This is an optimization exercise on Yosys and OpenROAD, whose aim is small area, a short achievable clock period and few clock cycles, not a production implementation.
RTL that was checked went through simulation tests only; none was proved equivalent to the original.
Power is estimated from default activity; no workload was simulated.

==> flow/design.v (excerpt) <==
module source_text_tokenizer (
    input  logic        clk,
    input  logic        rst_n,
    input  logic        in_valid,
    output logic        in_stall,
    input  logic [7:0]  ch,
    input  logic        end_of_text,
    output logic        out_valid,
    input  logic        out_stall,
    output logic [5:0]  token_kind,
    output logic [19:0] start_offset,
    output logic [19:0] start_line,
    output logic [15:0] start_column,
    output logic [15:0] span_length,
    output logic        last_of_run
);
For scale: roughly 270 flip-flops, about 94 I/O pins, roughly 0.016 mm² of cells after synthesis.
Settings: LEC_CHECK=0, CAP_MARGIN=20, CORE_MARGIN=2, CORE_UTILIZATION=60, CTS_BUF_LIST=sky130_fd_sc_hd__clkbuf_8, SETUP_SLACK_MARGIN=5, SLEW_MARGIN=20; clock period 10.0 ns.
standard.sh (not shown) runs the stock make flow with config.mk's settings and CLKGATE_MAP_FILE= SYNTH_SCRIPT=/design/flow/synth_recipe.tcl, a recipe that flattens the netlist after the stock synthesis.
==> flow/flow/run.sh <==
#!/bin/bash
# Standard layout; ports are buffered with the smallest buffer, and timing
# repair aims 7 ns below the clock period (the SDC is unchanged)
bash standard.sh "BUFFER_PORTS_ARGS=-buffer_cell sky130_fd_sc_hd__buf_1" SETUP_SLACK_MARGIN=7 finish > standard.log 2>&1
The baseline finished clean.
Change:
--- a/flow/design.v
+++ b/flow/design.v
@@ -161,50 +161,38 @@
             6'd4:  if (n == 8'h3D) k = 6'd5;
             6'd7:  if (n == 8'h2F) k = K_END; else if (n == 8'h3D) k = 6'd8;
             6'd11: if (n == 8'h3D) k = 6'd12;
             6'd13: if (n == 8'h3D) k = 6'd14;
             6'd15: if (n == 8'h3D) k = 6'd16;
             6'd17: if (n == 8'h3D) k = 6'd18;
             6'd20: if (n == 8'h26) k = 6'd19;
             6'd22: if (n == 8'h7C) k = 6'd21;
             default: ;
         endcase
         pair_kind = k;
     endfunction
-    localparam int F_LF = 0, F_QUOTE = 1, F_ALNUM = 2, F_NUMB = 3, F_DOT = 4, F_RBRACE = 5, F_SLASH = 6, F_SPACE = 7,
-                   F_EQ = 8, F_STAR = 9, F_AMP = 10, F_BAR = 11;
-    localparam int F_W = 12;
+    localparam int F_LF = 0, F_QUOTE = 1, F_ALNUM = 2, F_NUMB = 3, F_DOT = 4, F_RBRACE = 5, F_SLASH = 6, F_SPACE = 7;
+    localparam int F_W = 8;
     function automatic logic [F_W-1:0] byte_flags(input logic [7:0] c);
         logic [F_W-1:0] f;
         f[F_LF]     = c == 8'h0A;
         f[F_QUOTE]  = c == 8'h22;
         f[F_ALNUM]  = is_alpha(c) || is_digit(c);
         f[F_NUMB]   = is_num_byte(c);
         f[F_DOT]    = c == 8'h2E;
         f[F_RBRACE] = c == 8'h7D;
         f[F_SLASH]  = c == 8'h2F;
         f[F_SPACE]  = is_space(c);
-        f[F_EQ]     = c == 8'h3D;
-        f[F_STAR]   = c == 8'h2A;
-        f[F_AMP]    = c == 8'h26;
-        f[F_BAR]    = c == 8'h7C;
         byte_flags = f;
     endfunction
-    function automatic logic pairs(input logic [5:0] h, input logic [F_W-1:0] f);
-        logic eq_ok;
-        eq_ok = h == 6'd2 || h == 6'd4 || h == 6'd7 || h == 6'd11 || h == 6'd13 ||
-                h == 6'd15 || h == 6'd17;
-        pairs = (eq_ok && f[F_EQ]) || (h == 6'd2 && f[F_STAR]) || (h == 6'd20 && f[F_AMP]) ||
-                (h == 6'd22 && f[F_BAR]);
-    endfunction
 endpackage
 module stt_queue #(
     parameter int N = 1
 ) (
     input  logic        clk,
     input  logic        rst_n,
     input  logic        push,
     input  logic [stt_pkg::TOK_W-1:0] wr_data,
     input  logic        out_stall,
     output logic        out_valid,
     output logic [stt_pkg::TOK_W-1:0] head,
     output logic        full
@@ -352,25 +340,25 @@
                 end
                 stt_pkg::M_PEND:
                 begin
                     emit  = 1'b1;
                     relex = 1'b1;
                     prev  = 1'b1;
                 end
                 stt_pkg::M_HELD:
                 begin
                     mode_n = stt_pkg::M_IDLE;
                     if (hk_r == 6'd7 && f[stt_pkg::F_SLASH])
                         mode_n = stt_pkg::M_COMMENT;
-                    else if (stt_pkg::pairs(hk_r, f))
+                    else if (pk != stt_pkg::K_ERROR)
                     begin
                         emit = 1'b1;
                         kind = pk;
                     end
                     else
                     begin
                         emit  = 1'b1;
                         relex = 1'b1;
                     end
                 end
                 stt_pkg::M_COMMENT:
                 begin
Wire length is higher by 4.0%; flip-flop and latch count drops by 4; setup slack improves by 0.0095 ns; cell area went down by 2.0%; via count rose by 3.6%; core utilization went up by 2.5 points; count of clock-buffer cells in the layout goes down by 1.
Testbench counts after the change, summed over its fixed seeds: cycles 18,569.
For the first run of this note, only the layout was checked, not whether the RTL still works.

* * *

Setup of before:
source_text_tokenizer, a different RTL version from the one above (not shown whole).
Size in the first run: about 1800 cells after synthesis, ~260 flip-flops, ~94 I/O pins, ~0.016 mm² of cells after synthesis.
Settings: LEC_CHECK=0, CAP_MARGIN=20, CORE_MARGIN=2, CORE_UTILIZATION=65, CTS_BUF_LIST=sky130_fd_sc_hd__clkbuf_8, SETUP_SLACK_MARGIN=5, SLEW_MARGIN=20; clock period 10.0 ns.
==> flow/flow/run.sh <==
#!/bin/bash
# Standard layout; ports are buffered with the smallest buffer instead of the default choice
bash standard.sh "BUFFER_PORTS_ARGS=-buffer_cell sky130_fd_sc_hd__buf_1" finish > standard.log 2>&1
before closes out successfully: all stages finished, all timing, DRC and antenna checks passed.
Testbench counts of before, summed over its fixed seeds: cycles 18,522.
Input changes introduced in after (baseline for comparison: before):
--- a/flow/design.v
+++ b/flow/design.v
@@ -249,15 +249,15 @@
     logic [19:0] off_r, off_n, off_inc;
     logic [19:0] line_r, line_n, line_inc;
     logic [15:0] col_r, col_n, col_inc;
     logic [19:0] ooff_r, ooff_n;
     logic [19:0] oline_r, oline_n;
     logic [15:0] ocol_r, ocol_n;
     logic        idle_emit, step;
-    logic        emit, relex, endpos, last, lf, flushable, prev;
+    logic        emit, relex, endpos, last, lf, prev;
     logic [5:0]  kind, pk;
     logic [15:0] len;
     assign idle_emit = mode_r == stt_pkg::M_PEND || mode_r == stt_pkg::M_ENDT;
     assign step      = (fl_r || ib_v || idle_emit) && !(emit && full);
     assign consume   = step && !fl_r && ib_v;
     assign span_inc = (span_r == 16'hFFFF) ? span_r : span_r + 16'd1;
     assign off_inc  = (off_r == 20'hFFFFF) ? off_r : off_r + 20'd1;
@@ -282,19 +282,18 @@
         emit    = 1'b0;
         relex   = 1'b0;
         endpos  = 1'b0;
         kind    = hk_r;
         len     = '0;
         last    = 1'b1;
         pk      = stt_pkg::pair_kind(hk_r, c);
-        flushable = 1'b0;
         prev    = 1'b0;
         if (fl_r)
         begin
-            emit = 1'b1;
+            emit = mode_r != stt_pkg::M_IDLE && mode_r != stt_pkg::M_COMMENT;
             last = 1'b0;
             case (mode_r)
                 stt_pkg::M_STRING: begin kind = stt_pkg::K_STRING; len = span_r; end
                 stt_pkg::M_WORD:   begin kind = stt_pkg::trie_kind(trie_r);
                                          len = (trie_r == stt_pkg::TRIE_CPP) ? 16'd0 : span_r; end
                 stt_pkg::M_NUMBER: begin kind = stt_pkg::K_NUMBER; len = span_r; end
                 stt_pkg::M_CPP:    begin kind = stt_pkg::K_CPP; len = span_r; end
@@ -472,25 +471,15 @@
                     mode_n = stt_pkg::M_PEND;
                     last   = prev;
                 end
             end
             if (eot)
             begin
                 last = prev;
-                flushable = mode_n != stt_pkg::M_IDLE && mode_n != stt_pkg::M_COMMENT;
-                if (flushable)
-                    fl_n = 1'b1;
-                else
-                begin
-                    mode_n = stt_pkg::M_ENDT;
-                    ooff_n = off_inc;
-                    off_n  = '0;
-                    line_n = 20'd1;
-                    col_n  = '0;
-                end
+                fl_n = 1'b1;
             end
         end
     end
     assign push    = step && emit;
     assign tok = {kind, ooff_r, endpos ? 20'd0 : oline_r, endpos ? 16'd0 : ocol_r, len, last};
     always_ff @(posedge clk or negedge rst_n)
     begin
==> results.txt <==
- Status | after and before | clean
- before vs after, timing startpoint of the critical path: u_front.trie_r[3] vs u_front.mode_r[0]
- The clock tree buffer count of the final layout in after sits about 6.5% above the value recorded for before.
- Final cell count ends up lower on after.
- after vs. before: tightest slew margin relative to the limit saw a decrease; data arrival time of the critical path dropped 220 ps.
- Comparing after and before, the lower part of the power in the clock network was measured on before.
- Taking before as the reference, in after power now sits lower, area of placed instances now sits lower, full die area now sits lower, cell area after layout now sits lower.
The RTL of after was laid out without a check of its function.

[port drivers added, routing unchanged]
The flow's constraints put no driver on any port. The routed layouts listed below were extracted and timed again, unchanged, in two steps.
Step 1 sets driving cells, clkbuf_16 on the clock port and buf_2 on the other inputs (assumed; they add their load-dependent delay and slew).
Step 2 adds t to the input delays and takes it off the output delays; t is the mean of the earliest and latest rising clock arrival at the registers after step 1. Input paths then give back, and output paths get back, about the clock's delay inside the block.
Slacks: ideal ports / drivers / drivers and shift; pairs: ideal ports / drivers.
| run | t, ns | slack for setup (ns) | slew at the worst register clock pin (ns) | pins driven straight from the clock port |
|---|---|---|---|---|
| the first run of note 1 | 0.595 | 6.838 / 6.794 / 6.330 | 0.06 / 0.06 | 1 |
| the second run of note 1 | 0.598 | 6.847 / 6.804 / 6.367 | 0.07 / 0.07 | 1 |
| before | 0.612 | 5.690 / 5.690 / 5.349 | 0.07 / 0.07 | 1 |
| after | 0.597 | 5.680 / 5.680 / 5.327 | 0.07 / 0.07 | 1 |
After both steps setup and hold are still met in every run listed. The setup slack of the first run of note 1, which loses most, moves by -0.044 ns with the drivers and by -0.508 ns with both steps.
